From an optimization exercise on the open Yosys and OpenROAD flow, aimed at small area, a short achievable clock period and few clock cycles per item; shortcuts taken in it are not production practice. Function was checked by simulation only, so behaviour that the tests miss may differ from the original. Power figures rest on the tool's default switching activity, not on a simulated workload.

==> inputs of ember <==
// priority_ordered_list
module priority_ordered_list (
    input  wire logic          clk,
    input  wire logic          rst_n,
    input  wire logic          req_valid,
    output logic               req_ready,
    input  wire pol_pkg::req_t req,
    output logic               rsp_valid,
    input  wire logic          rsp_ready,
    output pol_pkg::rsp_t      rsp
);
make LEC_CHECK=0 CAP_MARGIN=20 CORE_MARGIN=2 CORE_UTILIZATION=40 PLACE_DENSITY=0.55 SETUP_SLACK_MARGIN=4.3 SLEW_MARGIN=20 finish   # period 7.0 ns
run.sh (not shown) runs the stock make flow with config.mk's settings and CLKGATE_MAP_FILE= SYNTH_SCRIPT=/design/flow/synth_recipe.tcl, a recipe that flattens the netlist after the stock synthesis.
==> maple: changes against ember <==
--- a/flow/design.v
+++ b/flow/design.v
@@ -160,13 +160,12 @@
     logic [N-1:0]    cm;
     logic [N-1:0]    ch;
     logic            cg_p;
     logic            cm_p;
     logic [N-1:0]    e_rest;
     logic [N-1:0]    e_rest_h;
-    logic [N-1:0]    src_g;
     logic [N-1:0]    src_m;
     logic [N-1:0]    src_h;
     always_comb
     begin
         for (int i = 0; i < N; i++)
         begin
@@ -176,13 +175,12 @@
     end
     assign ch    = prefix_or(cm);
     assign cg_p  = lt24(d_k, e_k);
     assign cm_p  = (d_h == e_h);
     assign e_rest   = fm & ~first;
     assign e_rest_h = prefix_or(e_rest);
-    assign src_g = d_adv ? cg : fg;
     assign src_m = d_adv ? cm : fm;
     assign src_h = d_adv ? ch : (rem_go ? e_rest_h : fh);
     logic cm_1;
     logic cm_2;
     logic fm_3;
     always_comb
@@ -228,19 +226,19 @@
     logic [N-1:0]    m_r;
     logic [N-1:0]    h_r;
     logic            h_kill;
     assign keys_l  = {keys[(N-1)*KW-1:0], {KW{1'b0}}};
     assign hnds_l  = {hnds[(N-1)*HW-1:0], {HW{1'b0}}};
     assign valid_l = {valid[N-2:0], 1'b0};
-    assign g_l     = {src_g[N-2:0], 1'b0};
+    assign g_l     = {cg[N-2:0], 1'b0};
     assign m_l     = {src_m[N-2:0], 1'b0};
     assign h_l     = {src_h[N-2:0], 1'b0} | {N{cm_p}};
     assign keys_r  = {{KW{1'b0}}, keys[N*KW-1:KW]};
     assign hnds_r  = {{HW{1'b0}}, hnds[N*HW-1:HW]};
     assign valid_r = {1'b0, valid[N-1:1]};
-    assign g_r     = {1'b1, src_g[N-1:1]};
+    assign g_r     = {1'b1, cg[N-1:1]};
     assign m_r     = {1'b0, src_m[N-1:1]};
     assign h_r     = {src_h[N-1], src_h[N-1:1]};
     assign h_kill  = d_adv && rem_go && cm_p;
     always_comb
     begin
         for (int i = 0; i < N; i++)
@@ -253,13 +251,13 @@
                                  ({HW{take_probe[i]}} & e_h) |
                                  ({HW{take_next[i]}}  & hnds_r[i*HW +: HW]) |
                                  ({HW{take_hold[i]}}  & hnds[i*HW +: HW]);
             valid_n[i] = (take_prev[i] & valid_l[i]) | take_probe[i] |
                          (take_next[i] & valid_r[i]) | (take_hold[i] & valid[i]);
             fg_n[i]    = (take_prev[i] & g_l[i]) | (take_probe[i] & cg_p) |
-                         (take_next[i] & g_r[i]) | (take_hold[i] & src_g[i]);
+                         (take_next[i] & g_r[i]) | (take_hold[i] & cg[i]);
             fm_n[i]    = (take_prev[i] & m_l[i]) | (take_probe[i] & cm_p) |
                          (take_next[i] & m_r[i]) | (take_hold[i] & src_m[i]);
             fh_n[i]    = ((take_prev[i] | take_probe[i]) & h_l[i]) |
                          (take_next[i] & h_r[i] & !h_kill) | (take_hold[i] & src_h[i]);
         end
     end
@@ -344,21 +342,19 @@
     logic pop;
     logic d_load;
     logic d_v_n;
     logic e_v_n;
     logic e_multi_n;
     logic tv_n;
-    logic nx_ins;
     logic nx_rem;
     assign req_ready = rr_dv || (!tv && !e_multi);
     assign d_load    = req_valid && req_ready;
     assign pop       = hv && rsp_ready;
     assign rsp_valid = hv;
     assign rsp       = h_rsp;
     assign d_v_n  = d_load || (d_v && !d_adv);
-    assign nx_ins = d_adv ? (d_op == 2'd0) : e_ins;
     assign nx_rem = d_adv ? (d_op == 2'd1) : e_rem;
     assign e_v_n = d_adv ? d_v : e_v;
     assign tv_n  = tv ? !pop : (e_consume && hv && !pop);
     always_comb
     begin
         e_multi_n = e_multi;
@@ -409,13 +405,16 @@
         end
     end
     always_ff @(posedge clk)
     begin
         keys <= keys_n;
         hnds <= hnds_n;
-        fg   <= fg_n & {N{nx_ins}};
+        if (d_adv)
+        begin
+            fg <= fg_n & {N{d_op == 2'd0}};
+        end
         fm   <= fm_n;
         fh   <= fh_n & {N{nx_rem}};
         if (d_load)
         begin
             d_op  <= req.op;
             d_h   <= req.handle;
==> flow/config.mk (replaced) <==
export PLATFORM = sky130hd
export DESIGN_NAME = priority_ordered_list
export DESIGN_NICKNAME = priority_ordered_list
export VERILOG_FILES = /design/flow/design.v
export SDC_FILE = /design/flow/constraint.sdc
export NUM_CORES = 4
export LEC_CHECK = 0
export CAP_MARGIN = 25
export CORE_MARGIN = 2
export CORE_UTILIZATION = 30
export PLACE_DENSITY = 0.42
export SETUP_SLACK_MARGIN = 3.3
export SLEW_MARGIN = 30
==> qor summary <==
Status: ember did not finish; maple complete, no violations
Stage where the flow stopped: ember 5_1_grt; maple -
Synth Area in Simple Gates: ember 16.6%; maple 17.0%
Post-synthesis xor/xnor area fraction: ember 2.94%; maple 2.97%
Cell variety after synth: ember 99; maple 86
Sequential area share after synthesis: ember 38.1%; maple 39.0%
Post-place setup slack: ember 1.35 ns; maple 1.57 ns
Synth Area in Adders: ember 2.29%; maple 2.23%
Number of buffers inserted to repair setup after CTS: ember 603; maple 138
Post-cts resize count: ember 1957; maple 402
Synth Area in Compound Gates: ember 32.4%; maple 31.6%
Post-Place Cell Area: ember 84700 µm²; maple 85400 µm²
Hold-fix buffers at CTS: ember 0; maple 0
Mean instance size in the synthesized netlist: ember 8.30 µm²; maple 8.27 µm²
Inserted Clock Buffers: ember 169; maple 182
HPWL after detailed placement: ember 445000 µm; maple 467000 µm
Post-synth EDFFs: ember 233; maple 265
Chip Height: ember 451 µm; maple 518 µm
Die width: ember 451 µm; maple 518 µm
Mapped Area: ember 80100 µm²; maple 79200 µm²
# placed instances: ember 11865; maple 12703
Number of buffers on the longest clock path: ember 3; maple 4
Effective utilization at floorplan: ember 40.2%; maple 30.2%
Total number of placement rows: ember 164; maple 188
Top cell type's share of synthesized area: ember 28.0%; maple 27.5%
Number of standard cells after synthesis: ember 9653; maple 9578
Routability-driven placement congestion ratio: ember 1.15; maple 1.07
Proportion of synthesized area in mux cells: ember 0.900%; maple 0.818%
Testbench counts of ember, summed over its fixed seeds: cycles 12,272, items 12,000.
Testbench counts of maple, summed over its fixed seeds: cycles 12,272, items 12,000.


==> inputs of 03-09 <==
Another version of the RTL of priority_ordered_list (not shown whole).
clock: 7.0 ns
lec_check: 0
cap_margin: 50
core_margin: 2
core_utilization: 30
place_density: 0.42
setup_slack_margin: 3.0
slew_margin: 65
==> inputs of 09-11, as changes to 03-09 <==
--- a/flow/design.v
+++ b/flow/design.v
@@ -66,20 +66,14 @@
     localparam int KW = 24;    
     localparam int HW = 8;     
     logic [N*KW-1:0] keys;
     logic [N*HW-1:0] hnds;
     logic [N-1:0]    valid;
     logic [5:0]      count;
     logic [N-1:0]    fg;
-    logic [N-1:0]    fgr;
-    logic            sh_ins;     
-    logic            sh_rem;     
-    logic [4:0]      sh_pos;
-    logic            sh_gp;      
-    logic            sh_top;     
     logic [N-1:0]    fm;
     logic [N-1:0]    fh;
     logic            d_v;
     logic [1:0]      d_op;
     logic [HW-1:0]   d_h;
     logic [KW-1:0]   d_k;
     logic [5:0]      d_idx;
@@ -122,38 +116,14 @@
     assign full      = valid[N-1];
     assign ins_go    = exec && e_ins && !full;
     assign rem_go    = exec && e_rem;
     assign e_consume = exec && !e_multi;
     assign d_adv     = !e_v || e_consume;
     assign first     = fh & ~{fh[N-2:0], 1'b0};
     assign found     = fh[N-1];
-    always_comb
-    begin
-        logic [N:0] up;
-        up = {sh_top, fgr};
-        for (int i = 0; i < N; i++)
-        begin
-            if (sh_ins && (5'(i) > sh_pos))
-            begin
-                fg[i] = (i > 0) ? up[(i > 0) ? i-1 : 0] : 1'b0;
-            end
-            else if (sh_ins && (5'(i) == sh_pos))
-            begin
-                fg[i] = sh_gp;
-            end
-            else if (sh_rem && (5'(i) >= sh_pos))
-            begin
-                fg[i] = up[i+1];
-            end
-            else
-            begin
-                fg[i] = up[i];
-            end
-        end
-    end
     assign ins_prev  = {fg[N-2:0], 1'b0};
     assign ins_mark  = fg & ~ins_prev;
     assign take_prev  = {N{ins_go}} & ins_prev;
     assign take_probe = {N{ins_go}} & ins_mark;
     assign take_next  = {N{rem_go}} & fh;
     assign take_hold  = ~(take_prev | take_probe | take_next);
     function automatic logic lt24(input logic [KW-1:0] a, input logic [KW-1:0] b);
@@ -236,35 +206,40 @@
         cm_1 = c[0];
         cm_2 = c[1];
         fm_3 = f[2];
     end
     logic [N*KW-1:0] keys_n;
     logic [N*HW-1:0] hnds_n;
     logic [N-1:0]    valid_n;
+    logic [N-1:0]    fg_n;
     logic [N-1:0]    fm_n;
     logic [N-1:0]    fh_n;
     logic [N*KW-1:0] keys_l;
     logic [N*HW-1:0] hnds_l;
     logic [N-1:0]    valid_l;
+    logic [N-1:0]    g_l;
     logic [N-1:0]    m_l;
     logic [N-1:0]    h_l;
     logic [N*KW-1:0] keys_r;
     logic [N*HW-1:0] hnds_r;
     logic [N-1:0]    valid_r;
+    logic [N-1:0]    g_r;
     logic [N-1:0]    m_r;
     logic [N-1:0]    h_r;
     logic            h_kill;
     assign keys_l  = {keys[(N-1)*KW-1:0], {KW{1'b0}}};
     assign hnds_l  = {hnds[(N-1)*HW-1:0], {HW{1'b0}}};
     assign valid_l = {valid[N-2:0], 1'b0};
+    assign g_l     = {cg[N-2:0], 1'b0};
     assign m_l     = {src_m[N-2:0], 1'b0};
     assign h_l     = {src_h[N-2:0], 1'b0} | {N{cm_p}};
     assign keys_r  = {{KW{1'b0}}, keys[N*KW-1:KW]};
     assign hnds_r  = {{HW{1'b0}}, hnds[N*HW-1:HW]};
     assign valid_r = {1'b0, valid[N-1:1]};
+    assign g_r     = {1'b1, cg[N-1:1]};
     assign m_r     = {1'b0, src_m[N-1:1]};
     assign h_r     = {src_h[N-1], src_h[N-1:1]};
     assign h_kill  = d_adv && rem_go && cm_p;
     always_comb
     begin
         for (int i = 0; i < N; i++)
         begin
@@ -274,14 +249,16 @@
                                  ({KW{take_hold[i]}}  & keys[i*KW +: KW]);
             hnds_n[i*HW +: HW] = ({HW{take_prev[i]}}  & hnds_l[i*HW +: HW]) |
                                  ({HW{take_probe[i]}} & e_h) |
                                  ({HW{take_next[i]}}  & hnds_r[i*HW +: HW]) |
                                  ({HW{take_hold[i]}}  & hnds[i*HW +: HW]);
             valid_n[i] = (take_prev[i] & valid_l[i]) | take_probe[i] |
                          (take_next[i] & valid_r[i]) | (take_hold[i] & valid[i]);
+            fg_n[i]    = (take_prev[i] & g_l[i]) | (take_probe[i] & cg_p) |
+                         (take_next[i] & g_r[i]) | (take_hold[i] & cg[i]);
             fm_n[i]    = (take_prev[i] & m_l[i]) | (take_probe[i] & cm_p) |
                          (take_next[i] & m_r[i]) | (take_hold[i] & src_m[i]);
             fh_n[i]    = ((take_prev[i] | take_probe[i]) & h_l[i]) |
                          (take_next[i] & h_r[i] & !h_kill) | (take_hold[i] & src_h[i]);
         end
     end
     logic [N-1:0]    rd_sel;
@@ -429,20 +406,15 @@
     end
     always_ff @(posedge clk)
     begin
         keys <= keys_n;
         hnds <= hnds_n;
         if (d_adv)
         begin
-            fgr    <= cg & {N{d_op == 2'd0}};
-            sh_ins <= ins_go;
-            sh_rem <= rem_go && found;
-            sh_pos <= enc;
-            sh_gp  <= cg_p && (d_op == 2'd0);
-            sh_top <= (d_op == 2'd0);
+            fg <= fg_n & {N{d_op == 2'd0}};
         end
         fm   <= fm_n;
         fh   <= fh_n & {N{nx_rem}};
         if (d_load)
         begin
             d_op  <= req.op;
             d_h   <= req.handle;
Settings changed: CAP_MARGIN 50 to 25, SETUP_SLACK_MARGIN 3.0 to 4.0, SLEW_MARGIN 65 to 30, TNS_END_PERCENT from default to 0.
==> inputs of 09-18, as changes to 03-09 <==
--- a/flow/design.v
+++ b/flow/design.v
@@ -66,22 +66,21 @@
     localparam int KW = 24;    
     localparam int HW = 8;     
     logic [N*KW-1:0] keys;
     logic [N*HW-1:0] hnds;
     logic [N-1:0]    valid;
     logic [5:0]      count;
     logic [N-1:0]    fg;
-    logic [N-1:0]    fgr;
-    logic            sh_ins;     
-    logic            sh_rem;     
-    logic [4:0]      sh_pos;
-    logic            sh_gp;      
-    logic            sh_top;     
     logic [N-1:0]    fm;
     logic [N-1:0]    fh;
+    logic            a_v;
+    logic [1:0]      a_op;
+    logic [HW-1:0]   a_h;
+    logic [KW-1:0]   a_k;
+    logic [5:0]      a_idx;
     logic            d_v;
     logic [1:0]      d_op;
     logic [HW-1:0]   d_h;
     logic [KW-1:0]   d_k;
     logic [5:0]      d_idx;
     logic            e_v;
     logic [1:0]      e_op;
@@ -94,14 +93,16 @@
     logic [4:0]      hold_pos;
     logic [KW-1:0]   hold_k;
     logic            hv;
     logic            tv;
     logic [47:0]     h_rsp;
     logic [47:0]     t_rsp;
     logic            rr_dv;      
+    logic            xg;         
+    logic            xm;         
     logic            exec;
     logic            e_ins;
     logic            e_rem;
     logic            e_rd;
     logic            full;
     logic            ins_go;
     logic            rem_go;
@@ -122,38 +123,14 @@
     assign full      = valid[N-1];
     assign ins_go    = exec && e_ins && !full;
     assign rem_go    = exec && e_rem;
     assign e_consume = exec && !e_multi;
     assign d_adv     = !e_v || e_consume;
     assign first     = fh & ~{fh[N-2:0], 1'b0};
     assign found     = fh[N-1];
-    always_comb
-    begin
-        logic [N:0] up;
-        up = {sh_top, fgr};
-        for (int i = 0; i < N; i++)
-        begin
-            if (sh_ins && (5'(i) > sh_pos))
-            begin
-                fg[i] = (i > 0) ? up[(i > 0) ? i-1 : 0] : 1'b0;
-            end
-            else if (sh_ins && (5'(i) == sh_pos))
-            begin
-                fg[i] = sh_gp;
-            end
-            else if (sh_rem && (5'(i) >= sh_pos))
-            begin
-                fg[i] = up[i+1];
-            end
-            else
-            begin
-                fg[i] = up[i];
-            end
-        end
-    end
     assign ins_prev  = {fg[N-2:0], 1'b0};
     assign ins_mark  = fg & ~ins_prev;
     assign take_prev  = {N{ins_go}} & ins_prev;
     assign take_probe = {N{ins_go}} & ins_mark;
     assign take_next  = {N{rem_go}} & fh;
     assign take_hold  = ~(take_prev | take_probe | take_next);
     function automatic logic lt24(input logic [KW-1:0] a, input logic [KW-1:0] b);
@@ -200,16 +177,16 @@
         for (int i = 0; i < N; i++)
         begin
             cg[i] = !valid[i] || lt24(d_k, keys[i*KW +: KW]);
             cm[i] = valid[i] && (d_h == hnds[i*HW +: HW]);
         end
     end
     assign ch    = prefix_or(cm);
-    assign cg_p  = lt24(d_k, e_k);
-    assign cm_p  = (d_h == e_h);
+    assign cg_p  = xg;
+    assign cm_p  = xm;
     assign e_rest   = fm & ~first;
     assign e_rest_h = prefix_or(e_rest);
     assign src_m = d_adv ? cm : fm;
     assign src_h = d_adv ? ch : (rem_go ? e_rest_h : fh);
     logic cm_1;
     logic cm_2;
     logic fm_3;
@@ -236,35 +213,40 @@
         cm_1 = c[0];
         cm_2 = c[1];
         fm_3 = f[2];
     end
     logic [N*KW-1:0] keys_n;
     logic [N*HW-1:0] hnds_n;
     logic [N-1:0]    valid_n;
+    logic [N-1:0]    fg_n;
     logic [N-1:0]    fm_n;
     logic [N-1:0]    fh_n;
     logic [N*KW-1:0] keys_l;
     logic [N*HW-1:0] hnds_l;
     logic [N-1:0]    valid_l;
+    logic [N-1:0]    g_l;
     logic [N-1:0]    m_l;
     logic [N-1:0]    h_l;
     logic [N*KW-1:0] keys_r;
     logic [N*HW-1:0] hnds_r;
     logic [N-1:0]    valid_r;
+    logic [N-1:0]    g_r;
     logic [N-1:0]    m_r;
     logic [N-1:0]    h_r;
     logic            h_kill;
     assign keys_l  = {keys[(N-1)*KW-1:0], {KW{1'b0}}};
     assign hnds_l  = {hnds[(N-1)*HW-1:0], {HW{1'b0}}};
     assign valid_l = {valid[N-2:0], 1'b0};
+    assign g_l     = {cg[N-2:0], 1'b0};
     assign m_l     = {src_m[N-2:0], 1'b0};
     assign h_l     = {src_h[N-2:0], 1'b0} | {N{cm_p}};
     assign keys_r  = {{KW{1'b0}}, keys[N*KW-1:KW]};
     assign hnds_r  = {{HW{1'b0}}, hnds[N*HW-1:HW]};
     assign valid_r = {1'b0, valid[N-1:1]};
+    assign g_r     = {1'b1, cg[N-1:1]};
     assign m_r     = {1'b0, src_m[N-1:1]};
     assign h_r     = {src_h[N-1], src_h[N-1:1]};
     assign h_kill  = d_adv && rem_go && cm_p;
     always_comb
     begin
         for (int i = 0; i < N; i++)
         begin
@@ -274,14 +256,16 @@
                                  ({KW{take_hold[i]}}  & keys[i*KW +: KW]);
             hnds_n[i*HW +: HW] = ({HW{take_prev[i]}}  & hnds_l[i*HW +: HW]) |
                                  ({HW{take_probe[i]}} & e_h) |
                                  ({HW{take_next[i]}}  & hnds_r[i*HW +: HW]) |
                                  ({HW{take_hold[i]}}  & hnds[i*HW +: HW]);
             valid_n[i] = (take_prev[i] & valid_l[i]) | take_probe[i] |
                          (take_next[i] & valid_r[i]) | (take_hold[i] & valid[i]);
+            fg_n[i]    = (take_prev[i] & g_l[i]) | (take_probe[i] & cg_p) |
+                         (take_next[i] & g_r[i]) | (take_hold[i] & cg[i]);
             fm_n[i]    = (take_prev[i] & m_l[i]) | (take_probe[i] & cm_p) |
                          (take_next[i] & m_r[i]) | (take_hold[i] & src_m[i]);
             fh_n[i]    = ((take_prev[i] | take_probe[i]) & h_l[i]) |
                          (take_next[i] & h_r[i] & !h_kill) | (take_hold[i] & src_h[i]);
         end
     end
     logic [N-1:0]    rd_sel;
@@ -359,26 +343,30 @@
             default:
             begin
             end
         endcase
         r[6:0] = {1'b0, count_n};
     end
     logic pop;
-    logic d_load;
+    logic a_load;
+    logic a_v_n;
+    logic d_take;
     logic d_v_n;
     logic e_v_n;
     logic e_multi_n;
     logic tv_n;
     logic nx_rem;
     assign req_ready = rr_dv || (!tv && !e_multi);
-    assign d_load    = req_valid && req_ready;
+    assign a_load    = req_valid && req_ready;
     assign pop       = hv && rsp_ready;
     assign rsp_valid = hv;
     assign rsp       = h_rsp;
-    assign d_v_n  = d_load || (d_v && !d_adv);
+    assign d_take = !d_v || d_adv;
+    assign a_v_n  = a_load || (a_v && !d_take);
+    assign d_v_n  = d_take ? a_v : d_v;
     assign nx_rem = d_adv ? (d_op == 2'd1) : e_rem;
     assign e_v_n = d_adv ? d_v : e_v;
     assign tv_n  = tv ? !pop : (e_consume && hv && !pop);
     always_comb
     begin
         e_multi_n = e_multi;
         if (d_adv)
@@ -392,30 +380,32 @@
     end
     always_ff @(posedge clk or negedge rst_n)
     begin
         if (!rst_n)
         begin
             valid   <= '0;
             count   <= '0;
+            a_v     <= 1'b0;
             d_v     <= 1'b0;
             e_v     <= 1'b0;
             e_multi <= 1'b0;
             e_first <= 1'b0;
             hv      <= 1'b0;
             tv      <= 1'b0;
             rr_dv   <= 1'b1;
         end
         else
         begin
             valid   <= valid_n;
             count   <= count_n;
+            a_v     <= a_v_n;
             d_v     <= d_v_n;
             e_v     <= e_v_n;
             e_multi <= e_multi_n;
-            rr_dv   <= !d_v_n || !e_v_n;
+            rr_dv   <= !a_v_n || !d_v_n || !e_v_n;
             tv      <= tv_n;
             if (d_adv)
             begin
                 e_first <= 1'b1;
             end
             else if (rem_go)
             begin
@@ -429,29 +419,36 @@
     end
     always_ff @(posedge clk)
     begin
         keys <= keys_n;
         hnds <= hnds_n;
         if (d_adv)
         begin
-            fgr    <= cg & {N{d_op == 2'd0}};
-            sh_ins <= ins_go;
-            sh_rem <= rem_go && found;
-            sh_pos <= enc;
-            sh_gp  <= cg_p && (d_op == 2'd0);
-            sh_top <= (d_op == 2'd0);
+            fg <= fg_n & {N{d_op == 2'd0}};
         end
         fm   <= fm_n;
         fh   <= fh_n & {N{nx_rem}};
-        if (d_load)
+        if (a_load)
+        begin
+            a_op  <= req.op;
+            a_h   <= req.handle;
+            a_k   <= {req.prio, req.sort_key};
+            a_idx <= req.index;
+        end
+        if (d_take)
+        begin
+            d_op  <= a_op;
+            d_h   <= a_h;
+            d_k   <= a_k;
+            d_idx <= a_idx;
+        end
+        if (d_take)
         begin
-            d_op  <= req.op;
-            d_h   <= req.handle;
-            d_k   <= {req.prio, req.sort_key};
-            d_idx <= req.index;
+            xg <= d_adv ? (a_k < d_k) : (a_k < e_k);
+            xm <= d_adv ? (a_h == d_h) : (a_h == e_h);
         end
         if (d_adv)
         begin
             e_op  <= d_op;
             e_h   <= d_h;
             e_k   <= d_k;
             e_idx <= d_idx;
Settings changed: CAP_MARGIN 50 to 25, SETUP_SLACK_MARGIN 3.0 to 3.2, SLEW_MARGIN 65 to 30.
==> summary of the runs <==
- 09-18 completed with no timing, DRC or antenna violations. 03-09 passed the timing, design-rule and antenna checks. 09-11 went through all stages and came out clean.
- In 03-09 the first-iteration DRC count is lower than in 09-11, by about 10%.
- Global-route usage: 09-18 is higher than 03-09 (4.5 points).
- Against 03-09, the flip-flop and latch count of 09-18 is higher by 34.
- Maximum frequency: 03-09 > 09-18 > 09-11.
- In 09-11 the die area is lower than in 03-09, by about 4%.
- Between 03-09 and 09-18, the lower non-clock buffer count is in 09-18 (gap 44).
- Total power: 03-09 is higher than 09-11 (4.5%).
- Combinational power, lowest first: 09-11, 03-09, 09-18.
Testbench counts of 03-09, summed over its fixed seeds: cycles 12,272, items 12,000.
Testbench counts of 09-11, summed over its fixed seeds: cycles 12,272, items 12,000.
Testbench counts of 09-18, summed over its fixed seeds: cycles 12,280, items 12,000.

-- port drivers added, routing unchanged --
The flow's constraints put no driver on any port. The routed layouts listed below were extracted and timed again, unchanged, in two steps.
Step 1, drivers: a clkbuf_16 drives clk and a buf_2 each remaining input, both assumed.
Step 2 times the ports against the registers' clock, not the clock port: input delays grow and output delays shrink by t, the midpoint of the rising clock arrivals with the driver on.
Slacks: ideal / step 1 / step 2; pairs: ideal / step 1.
run	t, ns	slack for setup (ns)	worst register clock-pin slew, ns	worst data-port slew with drivers (ns)
maple	1.018	2.292 / 2.292 / 2.292	0.07 / 0.07	0.08
03-09	1.028	2.843 / 2.843 / 2.843	0.07 / 0.07	0.08
09-11	1.006	2.332 / 2.332 / 2.332	0.07 / 0.07	0.08
09-18	1.034	2.717 / 2.717 / 2.717	0.08 / 0.08	0.11
After both steps setup and hold are still met in every run listed.
